Context: an optimization exercise on an open-source flow, tuned for small area. The choices shown serve that exercise and are no tape-out recipe.
RTL that was checked went through simulation tests only; none was proved equivalent to the original.
No functional check of the RTL was part of runs 1, 3 and 4.
No activity file was given, so power comes from the tool's default toggle rates.

[flow/flow/run.sh]
#!/bin/bash
# Standard ORFS layout with two changes: the port buffers use the smallest
# buffer cell, and clock tree synthesis uses larger sink clusters without
# dummy loads.
set -euo pipefail
bash standard.sh \
  'BUFFER_PORTS_ARGS=-buffer_cell sky130_fd_sc_hd__buf_1' \
  'CTS_ARGS=-sink_clustering_enable -repair_clock_nets -buf_list sky130_fd_sc_hd__clkbuf_4 -sink_clustering_size 10 -sink_clustering_max_diameter 50 -dont_use_dummy_load' \
  finish > standard_make.log 2>&1
[flow/standard.sh]
#!/bin/bash
# synth_recipe.tcl (not shown) runs the flow's synth.tcl, then flattens the netlist and writes it again
# the make line also repeats each setting of config.mk as NAME=value (left out here)
make -C /OpenROAD-flow-scripts/flow DESIGN_CONFIG=/design/flow/config.mk WORK_HOME=/design/flow/orfs CLKGATE_MAP_FILE= SYNTH_SCRIPT=/design/flow/synth_recipe.tcl "${@:-finish}"
[flow/config.mk]
export PLATFORM = sky130hd
export DESIGN_NAME = dd_top
export DESIGN_NICKNAME = dd_top
export VERILOG_FILES = /design/flow/design.v
export SDC_FILE = /design/flow/constraint.sdc
export NUM_CORES = 4
export LEC_CHECK = 0
export CAP_MARGIN = 20
export CORE_MARGIN = 2
export CORE_UTILIZATION = 40
export SLEW_MARGIN = 20
export SYNTH_HIERARCHICAL = 1
[flow/constraint.sdc]
create_clock -name core_clock -period 6.0 [get_ports {clk_i}]
set_input_delay 1.2000 -clock core_clock [delete_from_list [all_inputs] [get_ports {clk_i}]]
set_output_delay 1.2000 -clock core_clock [all_outputs]
set_load 0.01 [all_outputs]
[flow/design.v]
`default_nettype none
package dd_pkg;
	typedef logic [1:0] chan_idx_t;
	typedef logic [12:0] fifo_usedw_t;
	typedef logic [24:0] ddr_count_t;
	typedef logic [15:0] xfer_bytes_t;
	typedef logic [31:0] fdma_addr_t;
	typedef logic [31:0] word_t;
	typedef enum logic [1:0] {
		IDLE,
		WAIT_ACK,
		WAIT_OVER
	} sched_state_e;
endpackage
`default_nettype wire
`default_nettype none
module dd_fa (
	input wire logic a,
	input wire logic b,
	input wire logic ci,
	output logic s,
	output logic co
);
	assign s = a ^ b ^ ci;
	assign co = (a & b) | (a & ci) | (b & ci);
endmodule
module dd_ha (
	input wire logic a,
	input wire logic b,
	output logic s,
	output logic co
);
	assign s = a ^ b;
	assign co = a & b;
endmodule
`default_nettype wire
`default_nettype none
module dd_top (
	input wire logic clk_i,
	input wire logic rst_rd_flag1,
	input wire logic [4-1:0] rxd_ena_i,
	input wire logic [4*13-1:0] fifo_usedw_i,
	input wire logic [4*32-1:0] fifo_rd_data_i,
	output logic [4-1:0] fifo_rd_req_o,
	input wire logic [4*25-1:0] clr_usedw_i,
	output logic [4*25-1:0] ddr_usedw_o,
	output logic [31:0] fdma_waddr_o,
	output logic [15:0] fdma_wsize_o,
	output logic fdma_wareq_o,
	input wire logic fdma_wbusy_i,
	output logic [31:0] fdma_wdata_o,
	input wire logic fdma_wvalid_i
);
	localparam logic [1:0] S_IDLE = 2'b00;
	localparam logic [1:0] S_WACK = 2'b01;
	localparam logic [1:0] S_WOVER = 2'b10;
	localparam logic [1:0] S_IDLEP = 2'b11;
	logic [1:0] st_q;
	logic busy_q;
	logic wareq_q;
	logic [3:0] gsel_q;
	logic [10:0] size_q;
	logic [3:0] pval_q;
	logic [22:0] ptr_q [4];
	logic [24:0] usedw_q [4];
	logic [3:0] ready;
	logic [10:0] words [4];
	always_comb begin
		for (int c = 0; c < 4; c++) begin
			ready[c] = (|fifo_usedw_i[c*13+10 +: 3])
				|| ((|fifo_usedw_i[c*13 +: 10]) && !rxd_ena_i[c]);
			words[c] = (|fifo_usedw_i[c*13+10 +: 3]) ? 11'd1024
				: {1'b0, fifo_usedw_i[c*13 +: 10]};
		end
	end
	logic [3:0] gnt;
	assign gnt[0] = ready[0];
	assign gnt[1] = ready[1] && !ready[0];
	assign gnt[2] = ready[2] && !(|ready[1:0]);
	assign gnt[3] = ready[3] && !(|ready[2:0]);
	logic [10:0] gnt_words;
	always_comb begin
		gnt_words = '0;
		for (int c = 0; c < 4; c++)
			gnt_words = gnt_words | (gnt[c] ? words[c] : 11'd0);
	end
	logic idle;
	logic grant;
	logic busy_rise;
	logic busy_fall;
	logic over_fall;
	assign idle = (st_q == S_IDLE) || (st_q == S_IDLEP);
	assign grant = idle && (|ready) && !fdma_wbusy_i;
	assign busy_rise = !busy_q && fdma_wbusy_i;
	assign busy_fall = busy_q && !fdma_wbusy_i;
	assign over_fall = (st_q == S_WOVER) && busy_q && !fdma_wbusy_i;
	logic [22:0] cur_ptr;
	logic [22:0] ptr_sum;
	logic [22:0] ptr_next;
	always_comb begin
		cur_ptr = '0;
		for (int c = 0; c < 4; c++)
			cur_ptr = cur_ptr | ((gsel_q[c] && pval_q[c]) ? ptr_q[c] : 23'd0);
	end
	assign ptr_sum = cur_ptr + 23'(size_q);
	assign ptr_next = (&ptr_sum[22:18]) ? 23'd0 : ptr_sum;
	always_ff @(posedge clk_i or negedge rst_rd_flag1) begin
		if (!rst_rd_flag1) begin
			busy_q <= 1'b0;
		end else begin
			busy_q <= fdma_wbusy_i;
		end
	end
	always_ff @(posedge clk_i or negedge rst_rd_flag1) begin
		if (!rst_rd_flag1) begin
			st_q <= S_IDLE;
		end else begin
			case (st_q)
				S_WACK: if (busy_rise) st_q <= S_WOVER;
				S_WOVER: if (busy_fall) st_q <= S_IDLEP;
				default: if (grant) st_q <= S_WACK;
			endcase
		end
	end
	always_ff @(posedge clk_i or negedge rst_rd_flag1) begin
		if (!rst_rd_flag1) begin
			gsel_q <= 4'b0001;
			size_q <= '0;
		end else if (grant) begin
			gsel_q <= gnt;
			size_q <= gnt_words;
		end
	end
	always_ff @(posedge clk_i or negedge rst_rd_flag1) begin
		if (!rst_rd_flag1) begin
			wareq_q <= 1'b0;
		end else begin
			wareq_q <= (st_q == S_WACK) && !fdma_wbusy_i;
		end
	end
	logic wback;
	assign wback = grant && (st_q == S_IDLEP);
	for (genvar g = 0; g < 4; g++) begin : g_chan
		always_ff @(posedge clk_i or negedge rst_rd_flag1) begin
			if (!rst_rd_flag1) begin
				pval_q[g] <= 1'b0;
			end else if (wback && gsel_q[g]) begin
				pval_q[g] <= 1'b1;
			end
		end
		always_ff @(posedge clk_i) begin
			if (wback && gsel_q[g]) begin
				ptr_q[g] <= ptr_next;
			end
		end
		logic [24:0] u, clr, A, x;
		assign u = usedw_q[g];
		assign clr = clr_usedw_i[g*25 +: 25];
		assign A = (over_fall && gsel_q[g]) ? {12'd0, size_q, 2'b00} : 25'd0;
		logic [24:0] nclr, P, s0;
		logic [25:0] K;
		logic [25:0] rc;
		assign nclr = ~clr;
		assign K[2:0] = 3'b000;
		assign P[1:0] = u[1:0];
		for (genvar i = 2; i <= 12; i++) begin : g_csa
			dd_fa u_fa (.a(u[i]), .b(nclr[i]), .ci(A[i]), .s(P[i]), .co(K[i+1]));
		end
		for (genvar i = 13; i <= 23; i++) begin : g_csh
			dd_ha u_ha (.a(u[i]), .b(nclr[i]), .s(P[i]), .co(K[i+1]));
		end
		assign P[24] = u[24] ^ nclr[24];
		assign K[25] = 1'b0;
		assign s0[0] = ~(P[0] ^ nclr[0]);
		assign rc[1] = P[0] | nclr[0];
		dd_fa u_fa1 (.a(P[1]), .b(nclr[1]), .ci(rc[1]), .s(s0[1]), .co(rc[2]));
		dd_ha u_ha2 (.a(P[2]), .b(rc[2]), .s(s0[2]), .co(rc[3]));
		dd_fa u_fa3 (.a(P[3]), .b(K[3]), .ci(rc[3]), .s(s0[3]), .co(rc[4]));
		dd_fa u_fa4 (.a(P[4]), .b(K[4]), .ci(rc[4]), .s(s0[4]), .co(rc[5]));
		dd_fa u_fa5 (.a(P[5]), .b(K[5]), .ci(rc[5]), .s(s0[5]), .co(rc[6]));
		dd_fa u_fa6 (.a(P[6]), .b(K[6]), .ci(rc[6]), .s(s0[6]), .co(rc[7]));
		dd_ha u_ha7 (.a(P[7]), .b(K[7]), .s(s0[7]), .co(rc[8]));
		dd_fa u_fa8 (.a(P[8]), .b(K[8]), .ci(rc[8]), .s(s0[8]), .co(rc[9]));
		dd_fa u_fa9 (.a(P[9]), .b(K[9]), .ci(rc[9]), .s(s0[9]), .co(rc[10]));
		dd_fa u_fa10 (.a(P[10]), .b(K[10]), .ci(rc[10]), .s(s0[10]), .co(rc[11]));
		dd_fa u_fa11 (.a(P[11]), .b(K[11]), .ci(rc[11]), .s(s0[11]), .co(rc[12]));
		dd_fa u_fa12 (.a(P[12]), .b(K[12]), .ci(rc[12]), .s(s0[12]), .co(rc[13]));
		dd_ha u_ha13 (.a(P[13]), .b(K[13]), .s(s0[13]), .co(rc[14]));
		dd_fa u_fa14 (.a(P[14]), .b(K[14]), .ci(rc[14]), .s(s0[14]), .co(rc[15]));
		dd_fa u_fa15 (.a(P[15]), .b(K[15]), .ci(rc[15]), .s(s0[15]), .co(rc[16]));
		dd_fa u_fa16 (.a(P[16]), .b(K[16]), .ci(rc[16]), .s(s0[16]), .co(rc[17]));
		dd_fa u_fa17 (.a(P[17]), .b(K[17]), .ci(rc[17]), .s(s0[17]), .co(rc[18]));
		dd_fa u_fa18 (.a(P[18]), .b(K[18]), .ci(rc[18]), .s(s0[18]), .co(rc[19]));
		dd_ha u_ha19 (.a(P[19]), .b(K[19]), .s(s0[19]), .co(rc[20]));
		dd_fa u_fa20 (.a(P[20]), .b(K[20]), .ci(rc[20]), .s(s0[20]), .co(rc[21]));
		dd_fa u_fa21 (.a(P[21]), .b(K[21]), .ci(rc[21]), .s(s0[21]), .co(rc[22]));
		dd_fa u_fa22 (.a(P[22]), .b(K[22]), .ci(rc[22]), .s(s0[22]), .co(rc[23]));
		dd_fa u_fa23 (.a(P[23]), .b(K[23]), .ci(rc[23]), .s(s0[23]), .co(rc[24]));
		dd_fa u_fa24 (.a(P[24]), .b(K[24]), .ci(rc[24]), .s(s0[24]), .co(rc[25]));
		logic [4:0] cy;
		always_comb begin
			logic ao;
			x[6:0] = s0[6:0];
			cy[1] = rc[7];
			ao = 1'b1;
			x[7] = s0[7] ^ (cy[1] & ao);
			ao = ao & s0[7];
			x[8] = s0[8] ^ (cy[1] & ao);
			ao = ao & s0[8];
			x[9] = s0[9] ^ (cy[1] & ao);
			ao = ao & s0[9];
			x[10] = s0[10] ^ (cy[1] & ao);
			ao = ao & s0[10];
			x[11] = s0[11] ^ (cy[1] & ao);
			ao = ao & s0[11];
			x[12] = s0[12] ^ (cy[1] & ao);
			ao = ao & s0[12];
			cy[2] = rc[13] | (cy[1] & ao);
			ao = 1'b1;
			x[13] = s0[13] ^ (cy[2] & ao);
			ao = ao & s0[13];
			x[14] = s0[14] ^ (cy[2] & ao);
			ao = ao & s0[14];
			x[15] = s0[15] ^ (cy[2] & ao);
			ao = ao & s0[15];
			x[16] = s0[16] ^ (cy[2] & ao);
			ao = ao & s0[16];
			x[17] = s0[17] ^ (cy[2] & ao);
			ao = ao & s0[17];
			x[18] = s0[18] ^ (cy[2] & ao);
			ao = ao & s0[18];
			cy[3] = rc[19] | (cy[2] & ao);
			ao = 1'b1;
			x[19] = s0[19] ^ (cy[3] & ao);
			ao = ao & s0[19];
			x[20] = s0[20] ^ (cy[3] & ao);
			ao = ao & s0[20];
			x[21] = s0[21] ^ (cy[3] & ao);
			ao = ao & s0[21];
			x[22] = s0[22] ^ (cy[3] & ao);
			ao = ao & s0[22];
			x[23] = s0[23] ^ (cy[3] & ao);
			ao = ao & s0[23];
			x[24] = s0[24] ^ (cy[3] & ao);
			ao = ao & s0[24];
			cy[4] = rc[25] | (cy[3] & ao);
		end
		assign cy[0] = 1'b0;
		always_ff @(posedge clk_i or negedge rst_rd_flag1) begin
			if (!rst_rd_flag1) begin
				usedw_q[g] <= '0;
			end else begin
				usedw_q[g] <= x;
			end
		end
		assign ddr_usedw_o[g*25 +: 25] = usedw_q[g];
	end
	assign fdma_wareq_o = wareq_q;
	assign fdma_wsize_o = {5'd0, size_q};
	assign fdma_waddr_o = {5'b00110, gsel_q[3] | gsel_q[2], gsel_q[3] | gsel_q[1], cur_ptr, 2'b00};
	always_comb begin
		fdma_wdata_o = '0;
		for (int c = 0; c < 4; c++)
			fdma_wdata_o = fdma_wdata_o | (gsel_q[c] ? fifo_rd_data_i[c*32 +: 32] : 32'd0);
		fifo_rd_req_o = gsel_q & {4{fdma_wvalid_i}};
	end
endmodule
`default_nettype wire
==> results of run 1 <==
-- modules after synthesis, one instance, submodules excluded --
| module | cell area, µm² | copies in the design | cells |
|---|---|---|---|
| dd_ha | 12.51 | 60 | 1 |
| dd_top | 10840 | 1 | 1000 |
| dd_fa | 20.02 | 124 | 1 |
-- cells in the final DEF (no fill, tap or decap), types with 5 or more instances in the layout --
cell	Yosys	routed
nand4_1	23	23
diode_2	0	8
fa_1	125	125
buf_4	28	16
xnor2_1	51	51
a22oi_1	94	94
inv_1	114	114
ha_1	91	91
a222oi_1	10	10
nor4_1	8	8
dfrtp_1	122	119
a21o_1	5	5
nand2_1	84	84
a21oi_1	23	23
buf_1	2	459
nor2b_1	5	5
a31oi_1	15	15
conb_1	2	12
and2_1	8	8
clkbuf_4	0	31
xor2_1	33	33
a21oi_2	10	10
nand3_1	41	41
and3_1	57	56
edfxtp_1	92	92
nor2_1	34	34
nor3_1	6	6
o21ai_0	7	7
-- flip-flops by register name (all words and copies together), names as in the netlist --
name,count
size_q,11
usedw_q,100
gsel_q,4
ptr_q,92
busy_q,1
wareq_q,1
st_q,2
pval_q,4
-- worst min path at each step --
stage / from / endpoint / slack (ns) / cells past startpoint
after floorplan: usedw_q[0][1]$_DFF_PN0_ / usedw_q[0][1]$_DFF_PN0_ / 0.55 / 1
after global placement: usedw_q[3][1]$_DFF_PN0_ / usedw_q[3][1]$_DFF_PN0_ / 0.56 / 1
after detailed placement: usedw_q[1][1]$_DFF_PN0_ / usedw_q[1][1]$_DFF_PN0_ / 0.56 / 1
after CTS: usedw_q[1][1]$_DFF_PN0_ / usedw_q[1][1]$_DFF_PN0_ / 0.59 / 1
after global routing: usedw_q[1][1]$_DFF_PN0_ / usedw_q[1][1]$_DFF_PN0_ / 0.62 / 1
final: usedw_q[1][1]$_DFF_PN0_ / usedw_q[1][1]$_DFF_PN0_ / 0.58 / 1
-- cells by family after synthesis --
group | Yosys count | share of synthesized area
AND/OR/NAND/NOR | 291 | 0.1082
adder cells (fa/ha/maj) | 216 | 0.2586
flip-flops | 215 | 0.4150
AO/OA/AOI/OAI | 188 | 0.1015
buffers and inverters | 183 | 0.06017
XOR/XNOR | 84 | 0.05226
multiplexers | 5 | 0.003733
other | 2 | 0.0005335
-- final cells by class --
cell class,instances,area [µm²]
fillers,3333,18240
diodes,8,20.02
flip-flops and latches,215,5846
well taps,455,569.3
clock buffers,30,225.2
inverters,114,427.9
repair buffers,477,1871
multi-input cells,796,7427
-- critical path, delay by kind of cell --
kind	cells	cell delay [ns]
adder cells (fa/ha/maj)	7	2.74
AND/OR/NAND/NOR	4	0.87
AO/OA/AOI/OAI	2	0.43
buffers and inverters	2	0.34
XOR/XNOR	1	0.15
-- metal layers --
layer / routed length [µm] / track usage
met2: 22710 / 0.4263
met3: 3150 / 0.04166
met4: 1285 / 0.08166
met5: 13 / 0
met1: 17510 / 0.3043
-- power groups by stage --
| stage | clock network [mW] | logic [mW] | registers, mW |
|---|---|---|---|
| 4_1_cts | 0.752 | 5.92 | 3.03 |
| 3_5_place_dp | 0 | 5.88 | 3.05 |
| 3_3_place_gp | 0 | 5.74 | 3.05 |
| 5_1_grt | 0.807 | 6.62 | 3.09 |
| 6_report | 0.721 | 5.89 | 3.01 |
| 2_1_floorplan | 0 | 4.20 | 2.98 |
==> reports/results.txt, run 1 <==
Total half-perimeter wirelength after legalization and detailed placement: 35530 µm
Maximum number of pins on one net before global-route repair: 65
Leakage: 6.995 nW
Starting density of the core: 0.4065
Area fraction of the dominant cell type after synthesis: 0.2169
Largest stage delay, worst path: 0.53 ns
Wire length of the first global-routing pass: 66760 µm
Final cell area excluding filler cells: 0.01639 mm²
Share of total power in combinational logic: 0.612
Share of the cycle needed by the critical path after routing: 0.8656
Skew-Pair Late Insertion Delay: 0.70 ns
Average detailed-routed wire length per instance: 21.32 µm
Inserted Clock Buffers: 30
Chain of cells forming the critical path: buf_1, and3b_1, buf_12, and3_1, fa_1, ha_1, fa_1, fa_1, fa_1, fa_1, fa_1, a31o_2, a41o_1, and3_1, nand4_1, xnor2_1
Core Region: 0.03463 mm²
Full die area: 0.03671 mm²
Highest-delay cell along the critical path: fa_1
Final Wtd Congestion: 0.8977
Final total negative setup slack: 0 ns
Detailed-router iteration count before antenna repair: 5
Outcome: no timing/DRC/antenna violations
Sequential fraction of the synthesis area: 0.4150
Die Height: 191.6 µm
Nets: 2138
Avg Cell Area, Syn: 11.89 µm²
Number of cells upsized or downsized after cts: 0
Main area contributors after synthesis: dfrtp_1 (22%), edfxtp_1 (20%), fa_1 (18%)
CP endpoint kind: register
Count of endpoints failing hold in the final timing report: 0
Clock network fraction of total power: 0.075
Endpoint of the most critical register-to-register path: usedw_q[0][24]$_DFF_PN0_
Overflow after GRT: 0
Worst slack on hold paths: 0.5841 ns
Antenna violations before repair: 9
Number of maximum-capacitance constraint violations: 0
Overall power: 9.622 mW
Critical Setup Path Class: in -> reg
Tmin final: 5.193 ns
Most common library cells after synthesis: fa_1 (125), dfrtp_1 (122), inv_1 (114)
Final Skew: 0.05985 ns
R2R cell count: 17
Floorplan row count: 68
Termination of the worst setup path: usedw_q[0][24]$_DFF_PN0_
Cell-internal power: 5.108 mW
Hold bufs inserted after CTS: 0
Root buffer cell: clkbuf_4
Clk pin slew, worst setup/hold paths: 0.10 ns
Count of nets left with antenna violations after detail routing: 0
Cell Pwr Density: 587.2 mW/mm²
Routed via count divided by cell count: 5.246
Library cells used by synthesis: 61
Data arrival time at the worst-slack endpoint: 5.76 ns
Startpoint Class: input port
Most used cell along the critical path: fa_1
Library cell with the largest summed area after synthesis: dfrtp_1
Setup repair bufs after CTS: 0
Via count of the first global-routing pass: 11197
Final Slew Violations: 0
FMAX: 192.6 MHz
Final core utilization: 0.4732
GRT Util Overall: 0.2433
Area growth from synthesis to layout: 16.40%
Boundary pin count: 473
TritonCTS Sinks: 215
Async set-reset flop share out of synthesis: 0.5721
Crit path launch: fdma_wbusy_i
Share of post-route cells with drive strength above 1: 0.05515
Cells after DPL: 2057
Number of DRC violations after detailed-routing iteration 0: 632
Number of buffers between clock root and the deepest sink: 3
Min-Delay Path Class: reg -> reg
Register bit count reported by yosys: 215
Synth Flop Type: dfrtp_1
Critical path required time: 6.57 ns
DRC violation count after routing: 0
Unrepaired setup endpoints after global routing: false
Maximum level of the CTS H-tree: 1
Post-route non-filler standard cell count: 2095
Max-slew headroom: 0.3389
Vias after detailed routing: 10990
Final setup violating endpoints: 0
Maximum fanout encountered on the critical timing path: 45
Peak supply drop: 342.1 µV
Post-Synthesis Cells: 1184
Total number of yosys warnings: 14
Final wirelength: 44670 µm
Clock tree from TritonCTS: done
Net Sw Frac: 0.4692
Placed cell area: 0.01614 mm²
Number of I/O port buffers: 460
Most repeated cell in the gate-level netlist after synthesis: fa_1
Minimum setup slack among reg-to-reg paths: 0.82 ns
Mapped Area: 0.01408 mm²
Place WS: 0.1442 ns
Slew at the pin closest to its max-slew limit: 0.9916 ns
Reg-to-reg critical path startpoint: st_q[0]$_DFFE_PN0P_
P_sw: 4.514 mW
Final Worst Setup Slack: 0.8066 ns
EDFF count, synth: 92
Sequential fraction of design power: 0.313
Die boundary width: 191.6 µm
==> inputs of run 2 (changes only) <==
--- a/flow/design.v
+++ b/flow/design.v
@@ -181,4 +181,4 @@
 		dd_fa u_fa6 (.a(P[6]), .b(K[6]), .ci(rc[6]), .s(s0[6]), .co(rc[7]));
-		dd_ha u_ha7 (.a(P[7]), .b(K[7]), .s(s0[7]), .co(rc[8]));
-		dd_fa u_fa8 (.a(P[8]), .b(K[8]), .ci(rc[8]), .s(s0[8]), .co(rc[9]));
+		dd_fa u_fa7 (.a(P[7]), .b(K[7]), .ci(rc[7]), .s(s0[7]), .co(rc[8]));
+		dd_ha u_ha8 (.a(P[8]), .b(K[8]), .s(s0[8]), .co(rc[9]));
 		dd_fa u_fa9 (.a(P[9]), .b(K[9]), .ci(rc[9]), .s(s0[9]), .co(rc[10]));
@@ -187,4 +187,4 @@
 		dd_fa u_fa12 (.a(P[12]), .b(K[12]), .ci(rc[12]), .s(s0[12]), .co(rc[13]));
-		dd_ha u_ha13 (.a(P[13]), .b(K[13]), .s(s0[13]), .co(rc[14]));
-		dd_fa u_fa14 (.a(P[14]), .b(K[14]), .ci(rc[14]), .s(s0[14]), .co(rc[15]));
+		dd_fa u_fa13 (.a(P[13]), .b(K[13]), .ci(rc[13]), .s(s0[13]), .co(rc[14]));
+		dd_ha u_ha14 (.a(P[14]), .b(K[14]), .s(s0[14]), .co(rc[15]));
 		dd_fa u_fa15 (.a(P[15]), .b(K[15]), .ci(rc[15]), .s(s0[15]), .co(rc[16]));
@@ -193,4 +193,4 @@
 		dd_fa u_fa18 (.a(P[18]), .b(K[18]), .ci(rc[18]), .s(s0[18]), .co(rc[19]));
-		dd_ha u_ha19 (.a(P[19]), .b(K[19]), .s(s0[19]), .co(rc[20]));
-		dd_fa u_fa20 (.a(P[20]), .b(K[20]), .ci(rc[20]), .s(s0[20]), .co(rc[21]));
+		dd_fa u_fa19 (.a(P[19]), .b(K[19]), .ci(rc[19]), .s(s0[19]), .co(rc[20]));
+		dd_ha u_ha20 (.a(P[20]), .b(K[20]), .s(s0[20]), .co(rc[21]));
 		dd_fa u_fa21 (.a(P[21]), .b(K[21]), .ci(rc[21]), .s(s0[21]), .co(rc[22]));
@@ -202,7 +202,5 @@
 			logic ao;
-			x[6:0] = s0[6:0];
-			cy[1] = rc[7];
+			x[7:0] = s0[7:0];
+			cy[1] = rc[8];
 			ao = 1'b1;
-			x[7] = s0[7] ^ (cy[1] & ao);
-			ao = ao & s0[7];
 			x[8] = s0[8] ^ (cy[1] & ao);
@@ -217,6 +215,6 @@
 			ao = ao & s0[12];
-			cy[2] = rc[13] | (cy[1] & ao);
+			x[13] = s0[13] ^ (cy[1] & ao);
+			ao = ao & s0[13];
+			cy[2] = rc[14] | (cy[1] & ao);
 			ao = 1'b1;
-			x[13] = s0[13] ^ (cy[2] & ao);
-			ao = ao & s0[13];
 			x[14] = s0[14] ^ (cy[2] & ao);
@@ -231,6 +229,6 @@
 			ao = ao & s0[18];
-			cy[3] = rc[19] | (cy[2] & ao);
+			x[19] = s0[19] ^ (cy[2] & ao);
+			ao = ao & s0[19];
+			cy[3] = rc[20] | (cy[2] & ao);
 			ao = 1'b1;
-			x[19] = s0[19] ^ (cy[3] & ao);
-			ao = ao & s0[19];
 			x[20] = s0[20] ^ (cy[3] & ao);
==> reports/results.txt, run 2 <==
EDFF count, synth: 92
Hold bufs inserted after CTS: 0
Final Slew Violations: 0
Boundary pin count: 473
Library cell with the largest summed area after synthesis: dfrtp_1
Max-slew headroom: 0.4785
Final setup violating endpoints: 0
GRT Util Overall: 0.2445
Average detailed-routed wire length per instance: 21.36 µm
Placed cell area: 0.01610 mm²
Outcome: no timing/DRC/antenna violations
Count of endpoints failing hold in the final timing report: 0
FMAX: 182.9 MHz
Largest stage delay, worst path: 0.42 ns
Register bit count reported by yosys: 215
Root buffer cell: clkbuf_4
Sequential fraction of design power: 0.317
Critical path's top delay family: adder cells
Met1 Routed Length: 18090 µm
Final cell area excluding filler cells: 0.01636 mm²
Data arrival time at the worst-slack endpoint: 5.98 ns
CP endpoint kind: register
Antenna violations before repair: 4
Final Wtd Congestion: 0.9754
Cell Pwr Density: 580.0 mW/mm²
Wire length of the first global-routing pass: 66000 µm
Skew-Pair Late Insertion Delay: 0.64 ns
Most used cell along the critical path: fa_1
Core Region: 0.03446 mm²
Unrepaired setup endpoints after global routing: false
Share of total power in combinational logic: 0.604
Most frequent standard cell in the layout excluding fill and tap cells: buf_1
Maximum fanout encountered on the critical timing path: 9
Number of DRC violations after detailed-routing iteration 0: 654
Nets: 2142
Share of post-route cells with drive strength above 1: 0.05562
Clk pin slew, worst setup/hold paths: 0.09 ns
Library cells used by synthesis: 59
Met2 routed WL: 22060 µm
Routed via count divided by cell count: 5.234
Area fraction of the dominant cell type after synthesis: 0.2191
Fill cell total of the finished layout: 3269
Clock tree from TritonCTS: done
Avg Cell Area, Syn: 11.85 µm²
TritonCTS Sinks: 215
Number of maximum-capacitance constraint violations: 0
Most frequent cells in the layout: buf_1 (459), fa_1 (125), dfrtp_1 (119), inv_1 (115), a22oi_1 (99)
Number of cells upsized or downsized after cts: 0
Peak supply drop: 268.4 µV
Final Skew: 0.08203 ns
Async set-reset flop share out of synthesis: 0.5721
Critical Setup Path Class: in -> reg
Startpoint Class: input port
Slew at the pin closest to its max-slew limit: 0.7823 ns
Area growth from synthesis to layout: 17.44%
Most common library cells after synthesis: fa_1 (125), dfrtp_1 (122), inv_1 (115)
Cell-internal power: 5.067 mW
Critical path required time: 6.51 ns
Final core utilization: 0.4749
Sequential fraction of the synthesis area: 0.4193
Count of nets left with antenna violations after detail routing: 0
Number of buffers between clock root and the deepest sink: 3
Total half-perimeter wirelength after legalization and detailed placement: 36130 µm
Most repeated cell in the gate-level netlist after synthesis: fa_1
Inserted Clock Buffers: 34
Main area contributors after synthesis: dfrtp_1 (22%), edfxtp_1 (20%), fa_1 (18%)
Post-route non-filler standard cell count: 2095
Starting density of the core: 0.4044
Synth Flop Type: dfrtp_1
Die boundary width: 190.6 µm
Final total negative setup slack: 0 ns
Reg with most FFs: usedw_q
Via count of the first global-routing pass: 11064
Leakage: 7.052 nW
Top Registers: usedw_q (100), ptr_q (92), size_q (11)
Clock network fraction of total power: 0.079
Total number of yosys warnings: 14
Full die area: 0.03634 mm²
Maximum number of pins on one net before global-route repair: 56
Flip-flop count of the largest register, all copies and words added: 100
Share of the cycle needed by the critical path after routing: 0.9114
Maximum level of the CTS H-tree: 2
Die Height: 190.6 µm
Number of I/O port buffers: 460
Vias after detailed routing: 10966
Overflow after GRT: 0
Highest-delay cell along the critical path: fa_1
Setup repair bufs after CTS: 0
Post-Synthesis Cells: 1176
Min-Delay Path Class: reg -> reg
Uppermost routed layer: met4
Net Sw Frac: 0.4661
Cells after DPL: 2057
Met3 layer wire length in the routed design: 2759 µm
DRC violation count after routing: 0
Final wirelength: 44750 µm
Tmin final: 5.468 ns
Floorplan row count: 68
Bufs and invs on worst path: 3
Worst slack on hold paths: 0.5821 ns
Detailed-router iteration count before antenna repair: 8
Chain of cells forming the critical path: buf_1, inv_1, and3_1, buf_4, and3_1, fa_1, ha_1, fa_1, fa_1, fa_1, fa_1, fa_1, nand4_1, nor2_1, a31o_2, a41o_1, and3_1, nand3_1, xnor2_1
Mapped Area: 0.01393 mm²
P_sw: 4.423 mW
-- run 2: layout make-up --
class / instances / area, µm² / share of cell area
Clock buffer: 34 / 255.2 / 0.01560
Tap cell: 455 / 569.3 / 0.03479
Antenna cell: 4 / 10.01 / 0.0006117
Sequential cell: 215 / 5846 / 0.3572
Inverter: 115 / 431.7 / 0.02638
Multi-Input combinational cell: 787 / 7321 / 0.4474
Timing Repair Buffer: 485 / 1931 / 0.1180
-- run 2: through the flow --
step / power (mW) / worst slack (ns)
floorplan: 6.965 / 0.2658
global placement: 8.667 / 0.002592
detailed placement: 8.787 / -0.06475
CTS: 9.581 / 0.5455
global route: 10.35 / 0.3090
finish: 9.491 / 0.5315
-- run 2: logic make-up (layout without fill, tap and decap cells) --
family / Yosys count / after routing / share of synthesized area
multiplexers: 2 / 2 / 0.001437
buffers and inverters: 184 / 634 / 0.05846
AND/OR/NAND/NOR: 279 / 279 / 0.1041
XOR/XNOR: 78 / 78 / 0.05038
flip-flops: 215 / 215 / 0.4193
other: 2 / 16 / 0.0005390
AO/OA/AOI/OAI: 200 / 200 / 0.1045
adder cells (fa/ha/maj): 216 / 216 / 0.2613
-- run 2: modules after synthesis, one instance, submodules excluded --
| module | copies in the design | cells |
|---|---|---|
| dd_top | 1 | 992 |
| dd_ha | 60 | 1 |
| dd_fa | 124 | 1 |
-- run 2: path summary, 6_finish.rpt --
path	from	endpoint	slack, ns	depth (start not counted)
max reg2reg	st_q[0]$_DFFE_PN0P_	usedw_q[0][24]$_DFF_PN0_	0.60	19
max in group asynchronous	rst_rd_flag1	usedw_q[1][0]$_DFF_PN0_	4.08	2
min	usedw_q[3][1]$_DFF_PN0_	usedw_q[3][1]$_DFF_PN0_	0.58	1
min reg2reg	usedw_q[3][1]$_DFF_PN0_	usedw_q[3][1]$_DFF_PN0_	0.58	1
min in group asynchronous	rst_rd_flag1	usedw_q[1][15]$_DFF_PN0_	0.64	1
max	fdma_wbusy_i	usedw_q[0][24]$_DFF_PN0_	0.53	19
-- run 2: per-layer routing --
layer,vias up,GRT usage
met3,86,0.04177
met2,425,0.4214
met5,-,0
met4,0,0.09779
li1,5018,-
met1,5437,0.3059
-- run 2: power by group through the flow --
stage	clock, mW	sequential [mW]	combinational [mW]
CTS	0.782	3.02	5.78
floorplan	0	2.97	3.99
detailed placement	0	3.05	5.74
global placement	0	3.05	5.62
global route	0.831	3.09	6.43
finish	0.748	3.01	5.73
==> inputs of run 3 (changes only) <==
--- a/flow/design.v
+++ b/flow/design.v
@@ -182,4 +182,4 @@
 		dd_fa u_fa7 (.a(P[7]), .b(K[7]), .ci(rc[7]), .s(s0[7]), .co(rc[8]));
-		dd_ha u_ha8 (.a(P[8]), .b(K[8]), .s(s0[8]), .co(rc[9]));
-		dd_fa u_fa9 (.a(P[9]), .b(K[9]), .ci(rc[9]), .s(s0[9]), .co(rc[10]));
+		dd_fa u_fa8 (.a(P[8]), .b(K[8]), .ci(rc[8]), .s(s0[8]), .co(rc[9]));
+		dd_ha u_ha9 (.a(P[9]), .b(K[9]), .s(s0[9]), .co(rc[10]));
 		dd_fa u_fa10 (.a(P[10]), .b(K[10]), .ci(rc[10]), .s(s0[10]), .co(rc[11]));
@@ -188,9 +188,9 @@
 		dd_fa u_fa13 (.a(P[13]), .b(K[13]), .ci(rc[13]), .s(s0[13]), .co(rc[14]));
-		dd_ha u_ha14 (.a(P[14]), .b(K[14]), .s(s0[14]), .co(rc[15]));
+		dd_fa u_fa14 (.a(P[14]), .b(K[14]), .ci(rc[14]), .s(s0[14]), .co(rc[15]));
 		dd_fa u_fa15 (.a(P[15]), .b(K[15]), .ci(rc[15]), .s(s0[15]), .co(rc[16]));
 		dd_fa u_fa16 (.a(P[16]), .b(K[16]), .ci(rc[16]), .s(s0[16]), .co(rc[17]));
-		dd_fa u_fa17 (.a(P[17]), .b(K[17]), .ci(rc[17]), .s(s0[17]), .co(rc[18]));
+		dd_ha u_ha17 (.a(P[17]), .b(K[17]), .s(s0[17]), .co(rc[18]));
 		dd_fa u_fa18 (.a(P[18]), .b(K[18]), .ci(rc[18]), .s(s0[18]), .co(rc[19]));
 		dd_fa u_fa19 (.a(P[19]), .b(K[19]), .ci(rc[19]), .s(s0[19]), .co(rc[20]));
-		dd_ha u_ha20 (.a(P[20]), .b(K[20]), .s(s0[20]), .co(rc[21]));
+		dd_fa u_fa20 (.a(P[20]), .b(K[20]), .ci(rc[20]), .s(s0[20]), .co(rc[21]));
 		dd_fa u_fa21 (.a(P[21]), .b(K[21]), .ci(rc[21]), .s(s0[21]), .co(rc[22]));
@@ -199,10 +199,8 @@
 		dd_fa u_fa24 (.a(P[24]), .b(K[24]), .ci(rc[24]), .s(s0[24]), .co(rc[25]));
-		logic [4:0] cy;
+		logic [3:0] cy;
 		always_comb begin
 			logic ao;
-			x[7:0] = s0[7:0];
-			cy[1] = rc[8];
+			x[8:0] = s0[8:0];
+			cy[1] = rc[9];
 			ao = 1'b1;
-			x[8] = s0[8] ^ (cy[1] & ao);
-			ao = ao & s0[8];
 			x[9] = s0[9] ^ (cy[1] & ao);
@@ -217,10 +215,10 @@
 			ao = ao & s0[13];
-			cy[2] = rc[14] | (cy[1] & ao);
+			x[14] = s0[14] ^ (cy[1] & ao);
+			ao = ao & s0[14];
+			x[15] = s0[15] ^ (cy[1] & ao);
+			ao = ao & s0[15];
+			x[16] = s0[16] ^ (cy[1] & ao);
+			ao = ao & s0[16];
+			cy[2] = rc[17] | (cy[1] & ao);
 			ao = 1'b1;
-			x[14] = s0[14] ^ (cy[2] & ao);
-			ao = ao & s0[14];
-			x[15] = s0[15] ^ (cy[2] & ao);
-			ao = ao & s0[15];
-			x[16] = s0[16] ^ (cy[2] & ao);
-			ao = ao & s0[16];
 			x[17] = s0[17] ^ (cy[2] & ao);
@@ -231,15 +229,13 @@
 			ao = ao & s0[19];
-			cy[3] = rc[20] | (cy[2] & ao);
-			ao = 1'b1;
-			x[20] = s0[20] ^ (cy[3] & ao);
+			x[20] = s0[20] ^ (cy[2] & ao);
 			ao = ao & s0[20];
-			x[21] = s0[21] ^ (cy[3] & ao);
+			x[21] = s0[21] ^ (cy[2] & ao);
 			ao = ao & s0[21];
-			x[22] = s0[22] ^ (cy[3] & ao);
+			x[22] = s0[22] ^ (cy[2] & ao);
 			ao = ao & s0[22];
-			x[23] = s0[23] ^ (cy[3] & ao);
+			x[23] = s0[23] ^ (cy[2] & ao);
 			ao = ao & s0[23];
-			x[24] = s0[24] ^ (cy[3] & ao);
+			x[24] = s0[24] ^ (cy[2] & ao);
 			ao = ao & s0[24];
-			cy[4] = rc[25] | (cy[3] & ao);
+			cy[3] = rc[25] | (cy[2] & ao);
 		end
==> reports/results.txt, run 3 <==
Via count of the first global-routing pass: 11064
Synth Flop Type: dfrtp_1
Count of nets left with antenna violations after detail routing: 0
EDFF count, synth: 92
Most frequent standard cell in the layout excluding fill and tap cells: buf_1
Die Height: 190.6 µm
Wire length of the first global-routing pass: 68210 µm
Number of cells upsized or downsized after cts: 0
Chain of cells forming the critical path: inv_1, ha_1, and3_1, buf_12, and3_1, fa_1, ha_1, fa_2, fa_2, fa_2, fa_2, fa_2, fa_2, fa_1, a41oi_2, nor2_2, and4_1, nand3_1, xnor2_1
Reg with most FFs: usedw_q
Sequential fraction of the synthesis area: 0.4196
Most frequent cells in the layout: buf_1 (459), dfrtp_1 (119), inv_1 (117), fa_1 (105), a22oi_1 (94)
FMAX: 180.1 MHz
Place WS: -0.2104 ns
Area fraction of the dominant cell type after synthesis: 0.2193
Total number of yosys warnings: 14
Avg Cell Area, Syn: 11.87 µm²
Overall power: 9.531 mW
Most repeated cell in the gate-level netlist after synthesis: fa_1
Flip-flop count of the largest register, all copies and words added: 100
Sequential fraction of design power: 0.312
Reg-to-reg critical path startpoint: st_q[0]$_DFFE_PN0P_
Vias after detailed routing: 11086
Share of total power in combinational logic: 0.617
Most used cell along the critical path: fa_2
Critical path's top delay family: adder cells
Share of the cycle needed by the critical path after routing: 0.9253
R2R cell count: 19
Maximum number of pins on one net before global-route repair: 52
Final Skew: 0.1095 ns
Average detailed-routed wire length per instance: 22.06 µm
Maximum fanout encountered on the critical timing path: 42
Net Sw Frac: 0.4651
Maximum level of the CTS H-tree: 1
Top Registers: usedw_q (100), ptr_q (92), size_q (11)
Register bit count reported by yosys: 215
Root buffer cell: clkbuf_4
Detailed-router iteration count before antenna repair: 7
Overflow after GRT: 0
Critical Setup Path Class: reg -> reg
Floorplan row count: 68
Outcome: no timing/DRC/antenna violations
Share of post-route cells with drive strength above 1: 0.07509
Final wirelength: 46490 µm
Minimum setup slack among reg-to-reg paths: 0.45 ns
Boundary pin count: 473
Clock tree from TritonCTS: done
Die boundary width: 190.6 µm
Slew at the pin closest to its max-slew limit: 0.9813 ns
Total stage count of the critical path: 19
Unrepaired setup endpoints after global routing: false
Highest-delay cell along the critical path: fa_1
Mapped Area: 0.01392 mm²
P_sw: 4.433 mW
Peak supply drop: 249.9 µV
Min-Delay Path Class: in -> async
Hold bufs inserted after CTS: 0
Library cell with the largest summed area after synthesis: dfrtp_1
Final Worst Setup Slack: 0.4483 ns
Cell Pwr Density: 576.6 mW/mm²
Setup repair bufs after CTS: 0
Most common library cells after synthesis: fa_1 (129), dfrtp_1 (122), inv_1 (117)
Routed via count divided by cell count: 5.259
Starting density of the core: 0.4051
Fill cell total of the finished layout: 3266
Library cells used by synthesis: 61
Count of endpoints failing hold in the final timing report: 0
Skew-Pair Late Insertion Delay: 0.73 ns
Crit path launch: st_q[0]$_DFFE_PN0P_
Inserted Clock Buffers: 27
Nets: 2140
Post-Synthesis Cells: 1173
Number of buffers between clock root and the deepest sink: 3
Total half-perimeter wirelength after legalization and detailed placement: 37510 µm
Leakage: 7.009 nW
Number of DRC violations after detailed-routing iteration 0: 841
Startpoint Class: register
Full die area: 0.03632 mm²
GRT Util Overall: 0.2552
Clock network fraction of total power: 0.071
Data arrival time at the worst-slack endpoint: 6.17 ns
Final setup violating endpoints: 0
Area growth from synthesis to layout: 18.73%
Cell-internal power: 5.098 mW
Critical path required time: 6.62 ns
Final Slew Violations: 0
Main area contributors after synthesis: dfrtp_1 (22%), edfxtp_1 (20%), fa_1 (19%)
Core Region: 0.03437 mm²
Max-slew headroom: 0.3404
Async set-reset flop share out of synthesis: 0.5721
TritonCTS Sinks: 215
Tmin final: 5.552 ns
CP endpoint kind: register
Number of maximum-capacitance constraint violations: 0
Final Wtd Congestion: 0.9495
Endpoint of the most critical register-to-register path: usedw_q[0][24]$_DFF_PN0_
Termination of the worst setup path: usedw_q[0][24]$_DFF_PN0_
Number of I/O port buffers: 460
Clk pin slew, worst setup/hold paths: 0.12 ns
Largest stage delay, worst path: 0.56 ns
Bufs and invs on worst path: 2
DRC violation count after routing: 0
Antenna violations before repair: 22
[run 3: logic make-up after synthesis]
group	count (synthesis)	share of synthesized area
other	2	0.0005394
adder cells (fa/ha/maj)	212	0.2601
multiplexers	5	0.003774
XOR/XNOR	78	0.04961
flip-flops	215	0.4196
AO/OA/AOI/OAI	191	0.1016
AND/OR/NAND/NOR	283	0.1060
buffers and inverters	187	0.05877
[run 3: final cells by class]
| type | instances | area (µm²) | area share |
|---|---|---|---|
| diodes | 15 | 37.54 | 0.002271 |
| clock buffers | 27 | 202.7 | 0.01226 |
| inverters | 118 | 442.9 | 0.02679 |
| multi-input cells | 781 | 7412 | 0.4484 |
| flip-flops and latches | 215 | 5846 | 0.3536 |
| well taps | 455 | 569.3 | 0.03444 |
| repair buffers | 497 | 2021 | 0.1222 |
[run 3: Yosys stat by module, one instance, submodules excluded]
module / times used / cells inside / flops+latches / area (µm²)
dd_top: 1 / 989 / 215 / 10660
dd_fa: 128 / 1 / 0 / 20.02
dd_ha: 56 / 1 / 0 / 12.51
[run 3: worst min path at each step]
stage          slack (ns)                  endpoint  depth (start not counted)               startpoint
2_1_floorplan        0.55   usedw_q[0][1]$_DFF_PN0_                          1  usedw_q[0][1]$_DFF_PN0_
3_3_place_gp         0.57   usedw_q[2][1]$_DFF_PN0_                          1  usedw_q[2][1]$_DFF_PN0_
3_5_place_dp         0.56   usedw_q[0][1]$_DFF_PN0_                          1  usedw_q[0][1]$_DFF_PN0_
4_1_cts              0.52  usedw_q[3][12]$_DFF_PN0_                          1             rst_rd_flag1
5_1_grt              0.54  usedw_q[3][12]$_DFF_PN0_                          1             rst_rd_flag1
6_report             0.53  usedw_q[2][16]$_DFF_PN0_                          1             rst_rd_flag1
[run 3: power groups by stage]
stage               logic, mW  clock network (mW)  registers, mW
global placement         5.74                   0           3.00
detailed placement       5.88                   0           3.01
floorplan                4.02                   0           2.96
CTS                      5.93               0.709           2.98
finish                   5.88               0.680           2.97
global route             6.56               0.764           3.05
[run 3: routing by layer]
metal | track usage | up-vias | routed length (µm)
met5 | 0 | - | 0
li1 | - | 5025 | -
met2 | 0.4365 | 473 | 23360
met3 | 0.03865 | 102 | 3105
met1 | 0.3202 | 5486 | 18000
met4 | 0.1145 | 0 | 2025
[run 3: through the flow]
step | area (µm²) | hold WS (ns) | setup TNS (ns) | std cells | util
floorplan | 14110 | 0.5451 | 0 | 1183 | -
global placement | 16290 | 0.5690 | -2.004 | 2066 | 0.4739
detailed placement | 16290 | 0.5572 | -4.051 | 2066 | 0.4739
CTS | 16490 | 0.5176 | 0 | 2093 | 0.4798
global route | 16530 | 0.5437 | 0 | 2108 | 0.4809
finish | 16530 | 0.5275 | 0 | 2108 | 0.4809
[run 3: worst reg2reg max path, delay by kind of cell (launching register included)]
family | cells | cell delay (ns)
adders and majority gates | 10 | 3.50
and+or+nand+nor | 5 | 0.93
DFF | 1 | 0.42
buffers and inverters | 2 | 0.30
AOI/OAI and AO/OA | 1 | 0.16
xor gates and xnor gates | 1 | 0.14
==> inputs of run 4 (changes only) <==
--- a/flow/design.v
+++ b/flow/design.v
@@ -180,8 +180,8 @@
 		dd_fa u_fa5 (.a(P[5]), .b(K[5]), .ci(rc[5]), .s(s0[5]), .co(rc[6]));
-		dd_fa u_fa6 (.a(P[6]), .b(K[6]), .ci(rc[6]), .s(s0[6]), .co(rc[7]));
+		dd_ha u_ha6 (.a(P[6]), .b(K[6]), .s(s0[6]), .co(rc[7]));
 		dd_fa u_fa7 (.a(P[7]), .b(K[7]), .ci(rc[7]), .s(s0[7]), .co(rc[8]));
 		dd_fa u_fa8 (.a(P[8]), .b(K[8]), .ci(rc[8]), .s(s0[8]), .co(rc[9]));
-		dd_ha u_ha9 (.a(P[9]), .b(K[9]), .s(s0[9]), .co(rc[10]));
+		dd_fa u_fa9 (.a(P[9]), .b(K[9]), .ci(rc[9]), .s(s0[9]), .co(rc[10]));
 		dd_fa u_fa10 (.a(P[10]), .b(K[10]), .ci(rc[10]), .s(s0[10]), .co(rc[11]));
-		dd_fa u_fa11 (.a(P[11]), .b(K[11]), .ci(rc[11]), .s(s0[11]), .co(rc[12]));
+		dd_ha u_ha11 (.a(P[11]), .b(K[11]), .s(s0[11]), .co(rc[12]));
 		dd_fa u_fa12 (.a(P[12]), .b(K[12]), .ci(rc[12]), .s(s0[12]), .co(rc[13]));
@@ -190,4 +190,4 @@
 		dd_fa u_fa15 (.a(P[15]), .b(K[15]), .ci(rc[15]), .s(s0[15]), .co(rc[16]));
-		dd_fa u_fa16 (.a(P[16]), .b(K[16]), .ci(rc[16]), .s(s0[16]), .co(rc[17]));
-		dd_ha u_ha17 (.a(P[17]), .b(K[17]), .s(s0[17]), .co(rc[18]));
+		dd_ha u_ha16 (.a(P[16]), .b(K[16]), .s(s0[16]), .co(rc[17]));
+		dd_fa u_fa17 (.a(P[17]), .b(K[17]), .ci(rc[17]), .s(s0[17]), .co(rc[18]));
 		dd_fa u_fa18 (.a(P[18]), .b(K[18]), .ci(rc[18]), .s(s0[18]), .co(rc[19]));
@@ -195,3 +195,3 @@
 		dd_fa u_fa20 (.a(P[20]), .b(K[20]), .ci(rc[20]), .s(s0[20]), .co(rc[21]));
-		dd_fa u_fa21 (.a(P[21]), .b(K[21]), .ci(rc[21]), .s(s0[21]), .co(rc[22]));
+		dd_ha u_ha21 (.a(P[21]), .b(K[21]), .s(s0[21]), .co(rc[22]));
 		dd_fa u_fa22 (.a(P[22]), .b(K[22]), .ci(rc[22]), .s(s0[22]), .co(rc[23]));
@@ -199,8 +199,14 @@
 		dd_fa u_fa24 (.a(P[24]), .b(K[24]), .ci(rc[24]), .s(s0[24]), .co(rc[25]));
-		logic [3:0] cy;
+		logic [5:0] cy;
 		always_comb begin
 			logic ao;
-			x[8:0] = s0[8:0];
-			cy[1] = rc[9];
-			ao = 1'b1;
+			x[5:0] = s0[5:0];
+			cy[1] = rc[6];
+			ao = 1'b1;
+			x[6] = s0[6] ^ (cy[1] & ao);
+			ao = ao & s0[6];
+			x[7] = s0[7] ^ (cy[1] & ao);
+			ao = ao & s0[7];
+			x[8] = s0[8] ^ (cy[1] & ao);
+			ao = ao & s0[8];
 			x[9] = s0[9] ^ (cy[1] & ao);
@@ -209,33 +215,37 @@
 			ao = ao & s0[10];
-			x[11] = s0[11] ^ (cy[1] & ao);
+			cy[2] = rc[11] | (cy[1] & ao);
+			ao = 1'b1;
+			x[11] = s0[11] ^ (cy[2] & ao);
 			ao = ao & s0[11];
-			x[12] = s0[12] ^ (cy[1] & ao);
+			x[12] = s0[12] ^ (cy[2] & ao);
 			ao = ao & s0[12];
-			x[13] = s0[13] ^ (cy[1] & ao);
+			x[13] = s0[13] ^ (cy[2] & ao);
 			ao = ao & s0[13];
-			x[14] = s0[14] ^ (cy[1] & ao);
+			x[14] = s0[14] ^ (cy[2] & ao);
 			ao = ao & s0[14];
-			x[15] = s0[15] ^ (cy[1] & ao);
+			x[15] = s0[15] ^ (cy[2] & ao);
 			ao = ao & s0[15];
-			x[16] = s0[16] ^ (cy[1] & ao);
+			cy[3] = rc[16] | (cy[2] & ao);
+			ao = 1'b1;
+			x[16] = s0[16] ^ (cy[3] & ao);
 			ao = ao & s0[16];
-			cy[2] = rc[17] | (cy[1] & ao);
-			ao = 1'b1;
-			x[17] = s0[17] ^ (cy[2] & ao);
+			x[17] = s0[17] ^ (cy[3] & ao);
 			ao = ao & s0[17];
-			x[18] = s0[18] ^ (cy[2] & ao);
+			x[18] = s0[18] ^ (cy[3] & ao);
 			ao = ao & s0[18];
-			x[19] = s0[19] ^ (cy[2] & ao);
+			x[19] = s0[19] ^ (cy[3] & ao);
 			ao = ao & s0[19];
-			x[20] = s0[20] ^ (cy[2] & ao);
+			x[20] = s0[20] ^ (cy[3] & ao);
 			ao = ao & s0[20];
-			x[21] = s0[21] ^ (cy[2] & ao);
+			cy[4] = rc[21] | (cy[3] & ao);
+			ao = 1'b1;
+			x[21] = s0[21] ^ (cy[4] & ao);
 			ao = ao & s0[21];
-			x[22] = s0[22] ^ (cy[2] & ao);
+			x[22] = s0[22] ^ (cy[4] & ao);
 			ao = ao & s0[22];
-			x[23] = s0[23] ^ (cy[2] & ao);
+			x[23] = s0[23] ^ (cy[4] & ao);
 			ao = ao & s0[23];
-			x[24] = s0[24] ^ (cy[2] & ao);
+			x[24] = s0[24] ^ (cy[4] & ao);
 			ao = ao & s0[24];
-			cy[3] = rc[25] | (cy[2] & ao);
+			cy[5] = rc[25] | (cy[4] & ao);
 		end
==> reports/results.txt, run 4 <==
Outcome: no timing/DRC/antenna violations
Top Registers: usedw_q (100), ptr_q (92), size_q (11)
Sequential fraction of the synthesis area: 0.4157
Data arrival time at the worst-slack endpoint: 5.97 ns
Synth Flop Type: dfrtp_1
Maximum number of pins on one net before global-route repair: 63
Wire length of the first global-routing pass: 65830 µm
Maximum level of the CTS H-tree: 1
Area growth from synthesis to layout: 17.31%
Critical path's top delay family: adder cells
Via count of the first global-routing pass: 11253
Reg with most FFs: usedw_q
Largest stage delay, worst path: 0.53 ns
Total half-perimeter wirelength after legalization and detailed placement: 34940 µm
Share of the cycle needed by the critical path after routing: 0.8944
Most used cell along the critical path: fa_1
Number of cells upsized or downsized after cts: 0
Post-route non-filler standard cell count: 2137
Most frequent cells in the layout: buf_1 (459), inv_1 (122), fa_1 (121), dfrtp_1 (119), ha_1 (99)
Minimum setup slack among reg-to-reg paths: 0.63 ns
Final wirelength: 44590 µm
Full die area: 0.03665 mm²
Async set-reset flop share out of synthesis: 0.5721
Final Slew Violations: 0
Slew at the pin closest to its max-slew limit: 1.136 ns
Final Skew: 0.06358 ns
Tmin final: 5.367 ns
CP endpoint kind: register
Maximum fanout encountered on the critical timing path: 15
TritonCTS Sinks: 215
Main area contributors after synthesis: dfrtp_1 (22%), edfxtp_1 (20%), fa_1 (17%)
Min-Delay Path Class: in -> async
Final Wtd Congestion: 0.8406
Nets: 2184
EDFF count, synth: 92
Floorplan row count: 68
Grt met2 use: 0.3928
Library cells used by synthesis: 58
Die Height: 191.4 µm
Antenna violations before repair: 12
Hold bufs inserted after CTS: 0
Final total negative setup slack: 0 ns
Setup repair bufs after CTS: 0
Cell Pwr Density: 574.7 mW/mm²
Total number of yosys warnings: 14
Boundary pin count: 473
Met3 capacity usage during global routing: 0.05985
Inserted Clock Buffers: 31
Vias after detailed routing: 11199
Core Region: 0.03454 mm²
Overflow after GRT: 0
Mapped Area: 0.01405 mm²
Root buffer cell: clkbuf_4
Die boundary width: 191.4 µm
Placed cell area: 0.01623 mm²
Most common library cells after synthesis: dfrtp_1 (122), inv_1 (122), fa_1 (121)
Leakage: 7.136 nW
Busiest layer in global routing: met2
Count of endpoints failing hold in the final timing report: 0
DRC violation count after routing: 0
Bufs and invs on worst path: 2
Cells after DPL: 2098
Post-Synthesis Cells: 1214
Critical path required time: 6.60 ns
Starting density of the core: 0.4068
Final setup violating endpoints: 0
Number of maximum-capacitance constraint violations: 0
Critical Setup Path Class: reg -> reg
Highest-delay cell along the critical path: fa_1
Peak supply drop: 258.7 µV
Unrepaired setup endpoints after global routing: false
Clock tree from TritonCTS: done
Average detailed-routed wire length per instance: 20.86 µm
FMAX: 186.3 MHz
Clk pin slew, worst setup/hold paths: 0.11 ns
Number of DRC violations after detailed-routing iteration 0: 817
Area fraction of the dominant cell type after synthesis: 0.2173
Detailed-router iteration count before antenna repair: 7
Routed via count divided by cell count: 5.241
Most frequent standard cell in the layout excluding fill and tap cells: buf_1
Max-slew headroom: 0.2356
GRT Util Overall: 0.2404
Count of nets left with antenna violations after detail routing: 0
Library cell with the largest summed area after synthesis: dfrtp_1
Final cell area excluding filler cells: 0.01648 mm²
Startpoint Class: register
Skew-Pair Late Insertion Delay: 0.72 ns
Register bit count reported by yosys: 215
Number of buffers between clock root and the deepest sink: 3
Share of post-route cells with drive strength above 1: 0.04540
Flip-flop count of the largest register, all copies and words added: 100
GRT met1 Usage: 0.3131
Chain of cells forming the critical path: inv_1, ha_1, and3b_1, buf_4, and3_1, fa_1, ha_1, fa_1, fa_1, fa_1, fa_1, a31oi_1, o31ai_1, nand4_1, a21oi_1, nand2_1, xnor2_1
Number of I/O port buffers: 460
Avg Cell Area, Syn: 11.58 µm²
## run 4: changes by cell type after synthesis, sizes merged, moves of 5 or more
cell   delta
and3      -9
nor2b     +5
buf       -7
ha       +16
and2      +5
a21oi    -18
fa        -8
nand3    +21
a22oi     -5
nand4    +10
nor2     +18
a31oi     +5
nand2     +7
## run 4: layout make-up
type | instances | area (µm²)
tap | 455 | 569.3
antenna | 8 | 20.02
multi-input combinational | 823 | 7443
clock buffer | 31 | 232.7
timing repair buffer | 483 | 1916
inverter | 122 | 457.9
sequential | 215 | 5846
fill | 3306 | 18060
## run 4: worst register-to-register path, delay by kind of cell (launching register included)
| family | cells | cell delay (ns) |
|---|---|---|
| AOI/OAI and AO/OA | 3 | 0.81 |
| xor gates and xnor gates | 1 | 0.12 |
| and+or+nand+nor | 4 | 1.00 |
| buffers and inverters | 2 | 0.39 |
| adders and majority gates | 7 | 2.55 |
| DFF | 1 | 0.42 |
## run 4: path summary, 6_finish.rpt
| path | startpoint | to | cells after the start |
|---|---|---|---|
| hold reg to reg | usedw_q[2][1]$_DFF_PN0_ | usedw_q[2][1]$_DFF_PN0_ | 1 |
| hold / removal | rst_rd_flag1 | usedw_q[1][4]$_DFF_PN0_ | 1 |
| setup / recovery | st_q[0]$_DFFE_PN0P_ | usedw_q[2][24]$_DFF_PN0_ | 17 |
| max in group asynchronous | rst_rd_flag1 | gsel_q[1]$_DFFE_PN0P_ | 2 |
| setup reg to reg | st_q[0]$_DFFE_PN0P_ | usedw_q[2][24]$_DFF_PN0_ | 17 |
| min in group core_clock | usedw_q[2][1]$_DFF_PN0_ | usedw_q[2][1]$_DFF_PN0_ | 1 |
## run 4: Yosys stat by module (local to each module, per instance)
module | flip-flops and latches | cell area, µm²
dd_ha | 0 | 12.51
dd_fa | 0 | 20.02
dd_top | 215 | 10850
## run 4: kinds of logic (layout without fill, tap and decap cells)
group / after synthesis / in the layout / share of synthesized area
AO/OA/AOI/OAI: 170 / 170 / 0.09153
adder cells (fa/ha/maj): 220 / 220 / 0.2605
XOR/XNOR: 81 / 81 / 0.05049
multiplexers: 5 / 5 / 0.003740
other: 2 / 20 / 0.0005344
buffers and inverters: 186 / 636 / 0.05725
flip-flops: 215 / 215 / 0.4157
AND/OR/NAND/NOR: 335 / 335 / 0.1202
## run 4: power by group
part | internal [mW] | leakage [nW] | switching (mW)
sequential | 2.45 | 2.26 | 0.555
combinational | 2.33 | 4.73 | 3.41
clock | 0.234 | 0.143 | 0.492
total | 5.02 | 7.14 | 4.46
## run 4: routing by layer
layer | wire length, µm | part of all wire
met1 | 17690 | 0.40
met2 | 21570 | 0.48
met5 | 34 | 0.00076
met4 | 1074 | 0.024
met3 | 4220 | 0.095
## run 4: metrics by stage
| step | hold slack [ns] | utilization | setup WS (ns) | power, mW |
|---|---|---|---|---|
| final | 0.3941 | 0.4772 | 0.6334 | 9.473 |
| after global routing | 0.3612 | 0.4771 | 0.3105 | 10.40 |
| after CTS | 0.3514 | 0.4766 | 0.6352 | 9.562 |
| after detailed placement | 0.5560 | 0.4699 | -0.1007 | 8.798 |
| after global placement | 0.5600 | 0.4699 | -0.02887 | 8.679 |
| after floorplan | 0.5451 | - | 0.4348 | 6.969 |

==> separate check: timing with driven ports <==
The flow's constraints put no driver on any port. The routed layouts listed below were extracted and timed again, unchanged, in two steps. Step 1 (the two cells are an assumption about what drives the block):
set clk [get_ports {clk_i}]
set_driving_cell -lib_cell sky130_fd_sc_hd__clkbuf_16 $clk
set_driving_cell -lib_cell sky130_fd_sc_hd__buf_2 [delete_from_list [all_inputs] $clk]
Step 2 adds t to the input delays and takes it off the output delays; t is the mean of the earliest and latest rising clock arrival at the registers after step 1. Input paths then give back, and output paths get back, about the clock's delay inside the block. Slacks: no drivers / after step 1 / after step 2; pairs: no drivers / after step 1.
| run | t (ns) | slack for setup (ns) | worst setup path after step 2 |
|---|---|---|---|
| run 1 | 0.719 | 0.807 / 0.804 / 0.085 | input to register |
| run 2 | 0.635 | 0.532 / 0.514 / -0.121 | input to register |
| run 3 | 0.726 | 0.448 / 0.448 / -0.181 | input to register |
| run 4 | 0.740 | 0.633 / 0.633 / -0.055 | input to register |
Met with ideal ports but missed after step 2: setup timing in run 2, run 3 and run 4. The setup slack of run 1, which loses most, moves by -0.003 ns with the drivers and by -0.722 ns with both steps.
